This is an optimization exercise on Yosys and OpenROAD, whose aim is small area and a short achievable clock period, not a production implementation.
Where RTL was checked, it was by simulation tests only, not by an equivalence proof against the original.
No functional check of the RTL was part of run 2.

==> flow/design.v (outline; a module is shown in full before it is edited, if it fits) <==
// module ex_top: 2458 lines
// module ex_fa: 4 lines
// module ex_ha: 4 lines
module ex_top (
    input  logic               clk,
    input  logic               reset,
    input  logic               in_valid,
    input  logic [4:0]         operator,
    input  logic [31:0]        operand1,
    input  logic [31:0]        operand2,
    input  logic [4:0]         dest_addr,
    input  logic               dest_write,
    output logic               out_valid,
    output logic [4:0]         write_addr,
    output logic               write_enable,
    output logic [31:0]        write_data
);
  // ...
==> flow/run.sh <==
#!/bin/bash
# synth_recipe.tcl (not shown) runs the flow's synth.tcl, then flattens the netlist and writes it again
# the make line also repeats each setting of config.mk as NAME=value (left out here)
make -C /OpenROAD-flow-scripts/flow DESIGN_CONFIG=/design/flow/config.mk WORK_HOME=/design/flow/orfs CLKGATE_MAP_FILE= SYNTH_SCRIPT=/design/flow/synth_recipe.tcl finish
==> flow/config.mk <==
export PLATFORM = sky130hd
export DESIGN_NAME = ex_top
export DESIGN_NICKNAME = ex_top
export VERILOG_FILES = /design/flow/design.v
export SDC_FILE = /design/flow/constraint.sdc
export NUM_CORES = 4
export LEC_CHECK = 0
export ABC_AREA = 1
export CAP_MARGIN = 20
export CORE_MARGIN = 2
export CORE_UTILIZATION = 40
export SLEW_MARGIN = 20
export SYNTH_HIERARCHICAL = 1
==> flow/constraint.sdc <==
create_clock -name core_clock -period 14.0 [get_ports {clk}]
set_input_delay 2.8000 -clock core_clock [delete_from_list [all_inputs] [get_ports {clk}]]
set_output_delay 2.8000 -clock core_clock [all_outputs]
set_load 0.01 [all_outputs]
==> results.toml, run 1 <==
[worst_setup_path]
cp-start-kind = "primary input"
regToRegEndpoint = "write_data[11]$_DFF_P_"
startpoint = "operator[4]"
reg2reg_setup_slack_ns = 12.09
crit_family = "adder cells"
cp_common_cell = "fa_1"
worstSetupPathType = "in2reg"

[detailed_routing]
routed_via_density = 6.449
drc = 0
firstDrtPassIters = 6
top_layer = "met5"
wl_met2_mm = 61.85

[logic_synthesis]
ys_async_sr_fraction_pct = 0
synth_top_cell_by_area = "fa_1"
synth_adder_area_share_pct = 38.99
synth_edf_count = 0
synth_area_leaders = "fa_1 (31%), xor2_1 (16%), o22ai_1 (9.9%)"
syn_nets = 4838

[finish]
multi_input_area_share_pct = 80.43
area.sequential_um2 = 2062
fin_area_um2 = 35580
nClkBuffers = 9
final-nonclk-buf-share_pct = 5.697
diodes = 5
final_cell_mix = "xor2_1 (617), nand2_1 (588), o22ai_1 (526)"
clk_share_pct = 0.8756
n_all_inverters = 322

[global_route]
gr-total-overflow = 0
use_met2_pct = 50.17
grt_max_degree = 72

[placement]
port_buffers = 116
pre_cts_slack_ns = 3.074

[job]
maxCapViolations = 0

[sta]
worst_slew_pin_slew_ns = 1.142
period_minus_slack_ns = 10.76

[clock_tree]
htreeDepth = 3
clkTransAtPathRegs_ns = 0.09
clockRootBuffer = "clkbuf_16"

[floorplanning]
row_count = 105
die_h_um = 292.0

[hold_path]
hold_end = "lo[25]$_SDFFE_PP0P_"

[outcome]
status = "no timing/DRC/antenna violations"
==> run 2, diff against run 1 <==
--- a/flow/design.v
+++ b/flow/design.v
@@ -62,17 +62,17 @@
                 assign pw[j] = (op_sll & eq[j]) | (is_shr & eq[32-j]);
             end
             assign msigned = op_mul | op_mult;
             assign m = {(msigned | op_sra) & operand2[31], operand2};
             assign r = {msigned & operand1[31], (msigned & operand1[31]) | pw[32],
                         (operand1 & {32{~(op_sll | is_shr)}}) | pw[31:0]};
             assign d16 = (r[31] | r[32]) & ~r[33];
         end else begin : g_rsel
-            assign msigned = op_mul | op_mult;
+            assign msigned = ~op[1];
             assign m = {msigned & operand2[31], operand2};
             assign r = {{2{msigned & operand1[31]}}, operand1};
             assign d16 = operand1[31] & ~msigned;
         end
     endgenerate
     wire bo1 = r[0] ^ 1'b0;
     wire bt2 = (r[1] & ~r[0] & ~1'b0) | (~r[1] & r[0] & 1'b0);
     wire pp3 = (bo1 & m[0]) ^ r[1];
@@ -2412,55 +2412,63 @@
             assign sout = 32'($signed({fill, sin}) >>> shamt);
             logic [31:0] sout_rev;
             for (genvar j = 0; j < 32; j++) begin : g_rev2
                 assign sout_rev[j] = sout[31-j];
             end
             assign sres = ({32{op_sll}} & sout_rev) | ({32{op_srl | op_sra}} & sout);
         end
     endgenerate
-    logic [31:0] hi, lo;
-    logic        hilo_mul;
-    assign hilo_mul = in_valid & (op_mult | op_multu);
-    always_ff @(posedge clk) begin
-        if (reset) begin
-            hi <= '0;
-            lo <= '0;
-        end else begin
-            if (hilo_mul) begin
-                hi <= prod[63:32];
-                lo <= prod[31:0];
-            end else begin
-                if (in_valid & op_mthi) hi <= operand1;
-                if (in_valid & op_mtlo) lo <= operand1;
-            end
+    logic [31:0] hi, lo, hi_d, lo_d, hi_keep, lo_keep;
+    logic        hilo_mul, hilo_mul_n;
+    assign hilo_mul   = ~reset & in_valid & (op_mult | op_multu);
+    assign hilo_mul_n = ~reset & ~(in_valid & (op_mult | op_multu));
+    assign hi_keep = {32{hilo_mul_n}} & ((in_valid & op_mthi) ? operand1 : hi);
+    assign lo_keep = {32{hilo_mul_n}} & ((in_valid & op_mtlo) ? operand1 : lo);
+    generate
+        for (genvar j = 0; j < 32; j++) begin : g_hilo
+            ex_ao21 u_hi (.a(hi_keep[j]), .b(hilo_mul), .c(prod[32+j]), .y(hi_d[j]));
+            ex_ao21 u_lo (.a(lo_keep[j]), .b(hilo_mul), .c(prod[j]),    .y(lo_d[j]));
         end
+    endgenerate
+    always_ff @(posedge clk) begin
+        hi <= hi_d;
+        lo <= lo_d;
     end
-    logic [31:0] data_next;
-    assign data_next = lres | sres
-                     | ({32{op_add | op_addu | op_sub | op_subu}} & sum)
-                     | {31'd0, (op_slt & slt_bit) | (op_sltu & sltu_bit)}
-                     | ({32{op_clz | op_clo}} & {26'd0, lz_cnt})
-                     | ({32{op_mul | op_mult | op_multu}} & prod[31:0])
-                     | ({32{op_mfhi}} & hi)
-                     | ({32{op_mflo}} & lo);
+    logic [31:0] data_other, data_next;
+    logic        sel_mul;
+    assign sel_mul = op_mul | op_mult | op_multu;
+    assign data_other = lres | sres
+                      | ({32{op_add | op_addu | op_sub | op_subu}} & sum)
+                      | {31'd0, (op_slt & slt_bit) | (op_sltu & sltu_bit)}
+                      | ({32{op_clz | op_clo}} & {26'd0, lz_cnt})
+                      | ({32{op_mfhi}} & hi)
+                      | ({32{op_mflo}} & lo);
+    generate
+        for (genvar j = 0; j < 32; j++) begin : g_wd
+            ex_ao21 u_wd (.a(data_other[j]), .b(sel_mul), .c(prod[j]), .y(data_next[j]));
+        end
+    endgenerate
     always_ff @(posedge clk) begin
         if (reset) begin
             out_valid    <= 1'b0;
             write_enable <= 1'b0;
         end else begin
             out_valid    <= in_valid;
             write_enable <= in_valid & dest_write & ~ovf;
         end
     end
     always_ff @(posedge clk) begin
         write_addr <= dest_addr;
         write_data <= data_next;
     end
 endmodule
+module ex_ao21 (input logic a, input logic b, input logic c, output logic y);
+    assign y = a | (b & c);
+endmodule
 module ex_fa (input logic a, input logic b, input logic c, output logic s, output logic co);
     assign s  = a ^ b ^ c;
     assign co = (a & b) | (a & c) | (b & c);
 endmodule
 module ex_ha (input logic a, input logic b, output logic s, output logic co);
     assign s  = a ^ b;
     assign co = a & b;
 endmodule
--- a/flow/config.mk
+++ b/flow/config.mk
@@ -4,10 +4,11 @@
 export VERILOG_FILES = /design/flow/design.v
 export SDC_FILE = /design/flow/constraint.sdc
 export NUM_CORES = 4
 export LEC_CHECK = 0
 export ABC_AREA = 1
 export CAP_MARGIN = 20
 export CORE_MARGIN = 2
 export CORE_UTILIZATION = 40
+export SETUP_SLACK_MARGIN = 4.5
 export SLEW_MARGIN = 20
 export SYNTH_HIERARCHICAL = 1
==> run 2 against run 1 <==
Against the previous run: worst setup slack better by 1.3 ns; final cell count up 4.2%; first-iteration DRC count up 4.8%; flip-flop and latch count unchanged; clock-buffer cell count unchanged; routed wire length up 7.3%; cell area up 6.1%; critical path type unchanged; highest routed layer unchanged.
==> results.toml, run 2 <==
[logic_synthesis]
synth.distinct_cells = 55
yosysMostFrequentCell = "nand2_1"
yosys_warnings = 7
netlist_area_um2 = 33240
synth_common_cells = "nand2_1 (788), xor2_1 (588), fa_1 (516), o22ai_1 (484), inv_1 (347)"
syn_nets = 4956
synth_top_area_share_pct = 31.07
synth_edf_count = 0
synth_top_cell_by_area = "fa_1"
syn_area_per_cell_um2 = 8.003
syn_inst = 4154
synth_ff_type = "dfxtp_1"
ys_seq_area_share_pct = 6.202
synth_area_leaders = "fa_1 (31%), xor2_1 (15%), o22ai_1 (9.1%)"
ys_async_sr_fraction_pct = 0
synth_seq_cells = 103

[detailed_routing]
firstDrtPassIters = 8
drt_iter0_drc = 4842
drc = 0
vias = 33430
wl_per_cell_um = 30.73
wirelength_mm = 160.4
routed_via_density = 6.405
drtAntennaViolNets = 0

[clock_tree]
cts_tree = "yes"
cts_buffer_depth = 2
htreeDepth = 3
clkTransAtPathRegs_ns = 0.09
clock_sinks = 103
clock_latency_ns = 0.42
clockRootBuffer = "clkbuf_16"
cts_buffers = 9

[global_route]
grtUsageMet3_pct = 11.05
grt.met1_usage_pct = 46.53
use_met2_pct = 52.11
track_usage_pct = 36.05
grt-busiest-layer = "met2"
gr-total-overflow = 0
grt_pass1_wl_mm = 225.3
first_global_vias = 32150
antenna_found_initial = 6
grt_max_degree = 65

[sta]
worst_slew_pin_slew_ns = 1.216
max_slew_margin_pct = 18.38
final_hold_viol_count = 0
tns_ns = 0
min_period_over_period_pct = 67.44
period_minus_slack_ns = 9.442
fmax_ghz = 0.1059
holdWs_ns = 0.5912
rsz0062_at_grt = "true"
setup_viol = 0
clock_skew_ns = 0.01612
final_max_slew_viol_count = 0

[job]
maxCapViolations = 0

[finish]
drive_gt1_share_pct = 9.838
area_growth_pct = 13.52
reg.largest.list = "hi (32), lo (32), write_data (32)"
finalNetCount = 4944
postLayoutCoreUtil_pct = 45.89
final_cell_mix = "nand2_1 (771), xor2_1 (588), fa_1 (510)"
area.sequential_um2 = 2062
num-fill-cells = 8209
multi_input_area_um2 = 28880
final_common_cell = "nand2_1"
fin_area_um2 = 37740

[floorplanning]
core-area_um2 = 82240
die_h_um = 292.3
die_area_um2 = 85430
die_x_um = 292.3
initial_utilization_pct = 40.42
ios = 117
row_count = 105

[worst_setup_path]
slowest_delay_ns = 0.76
worstPathArrival_ns = 9.77
cp_common_cell = "nand2_1"
critPathRequiredTime_ns = 14.32
critPathCaptureType = "register"
cp-start-kind = "primary input"
worstPathMaxFanout = 28
worstSetupPathType = "in2reg"
slowest_stage = "clkdlybuf4s50_1"

[placement]
dp_hpwl_mm = 108.6
dpl-instance-area_um2 = 35380
port_buffers = 116
place_congestion = 1.049

[hold_path]
hp-class = "reg2reg"

[outcome]
status = "no timing/DRC/antenna violations"
run 2: cell types whose count changed after synthesis, sizes merged, moves of 29 or more:
cell and delta:
o211ai -30, nor2 -49, nand3 -30, nand2 +198, o22ai -42, inv +65, xor2 -29
run 2: area by class of cell:
type | instances | area share [%]
multi-input cells | 3317 | 76.53
inverters | 385 | 4.167
flip-flops and latches | 103 | 5.464
repair buffers | 324 | 9.402
clock buffers | 9 | 0.5968
well taps | 1070 | 3.547
diodes | 2 | 0.01326
repair inverters | 2 | 0.03315
clock inverters | 7 | 0.2420
run 2: cell families (layout without fill, tap and decap cells):
| logic type | Yosys count | in the layout | synth area share [%] |
|---|---|---|---|
| AND/OR/NAND/NOR | 976 | 976 | 11.51 |
| adder cells (fa/ha/maj) | 724 | 724 | 38.90 |
| XOR/XNOR | 605 | 605 | 16.00 |
| other | 0 | 2 | 0 |
| multiplexers | 4 | 4 | 0.1204 |
| flip-flops | 103 | 103 | 6.202 |
| AO/OA/AOI/OAI | 1008 | 1008 | 18.90 |
| buffers and inverters | 734 | 727 | 8.374 |
run 2: worst paths after layout:
path | depth (start not counted) | startpoint | slack [ns] | to
setup / recovery | 31 | operand1[28] | 4.56 | hi[31]$_DFF_P_
setup reg to reg | 6 | lo[19]$_DFF_P_ | 12.11 | write_data[19]$_DFF_P_
hold / removal | 3 | hi[6]$_DFF_P_ | 0.59 | write_data[6]$_DFF_P_
hold reg to reg | 3 | hi[6]$_DFF_P_ | 0.59 | write_data[6]$_DFF_P_
run 2: metrics by stage:
stage	worst slack [ns]	cells
final	4.558	5219
after global routing	4.273	5217
after CTS	4.502	5168
after detailed placement	2.735	5111
after global placement	2.697	5110
after floorplan	4.501	4154
run 2: per-module statistics from Yosys, one instance, submodules excluded:
module | cells | times used
ex_top | 3356 | 1
ex_ao21 | 3 | 96
ex_fa | 1 | 469
ex_ha | 1 | 41
run 2: repair_timing:
action | in CTS | in global routing
resized for setup | 206 | 161
pin swaps | 4 | 16
hold buffers | 0 | 0
hold endpoints to repair | 0 | 0
gates cloned | 7 | 15
buffers inserted | 34 | 34
endpoints found under the setup margin | 44 | 24
run 2: critical path, delay by kind of cell:
family / cells / cell delay [ns]
fa+ha+maj: 7 / 3.22
compound gates: 4 / 0.52
buf+inv: 3 / 1.11
xor+xnor: 2 / 0.31
simple gates: 15 / 1.73
run 2: layer usage:
layer	vias to the layer above	part of all wire (%)
li1	13860	-
met1	16140	37
met2	2732	41
met3	683	13
met4	10	8.1
met5	-	0.10

## separate check: timing with driven ports
The flow's constraints put no driver on any port. The routed layouts listed below were extracted and timed again, unchanged, in two steps. Step 1 sets driving cells, clkbuf_16 on the clock port and buf_2 on the other inputs (assumed; they add their load-dependent delay and slew). Step 2 also shifts input and output timing later by t, the mid clock arrival at the registers, as if the neighbouring blocks saw the same clock. Three values: ideal, step 1, step 2; two values: the first two.
run	t (ns)	setup WS [ns]	latest minus earliest clock arrival (ns)	slew at the worst register clock pin (ns)
run 1	0.433	3.243 / 3.183 / 2.750	0.011 / 0.011	0.09 / 0.09
run 2	0.472	4.558 / 4.587 / 4.115	0.019 / 0.020	0.09 / 0.09
After both steps setup and hold are still met in every run listed. The setup slack of run 1, which loses most, moves by -0.060 ns with the drivers and by -0.493 ns with both steps.
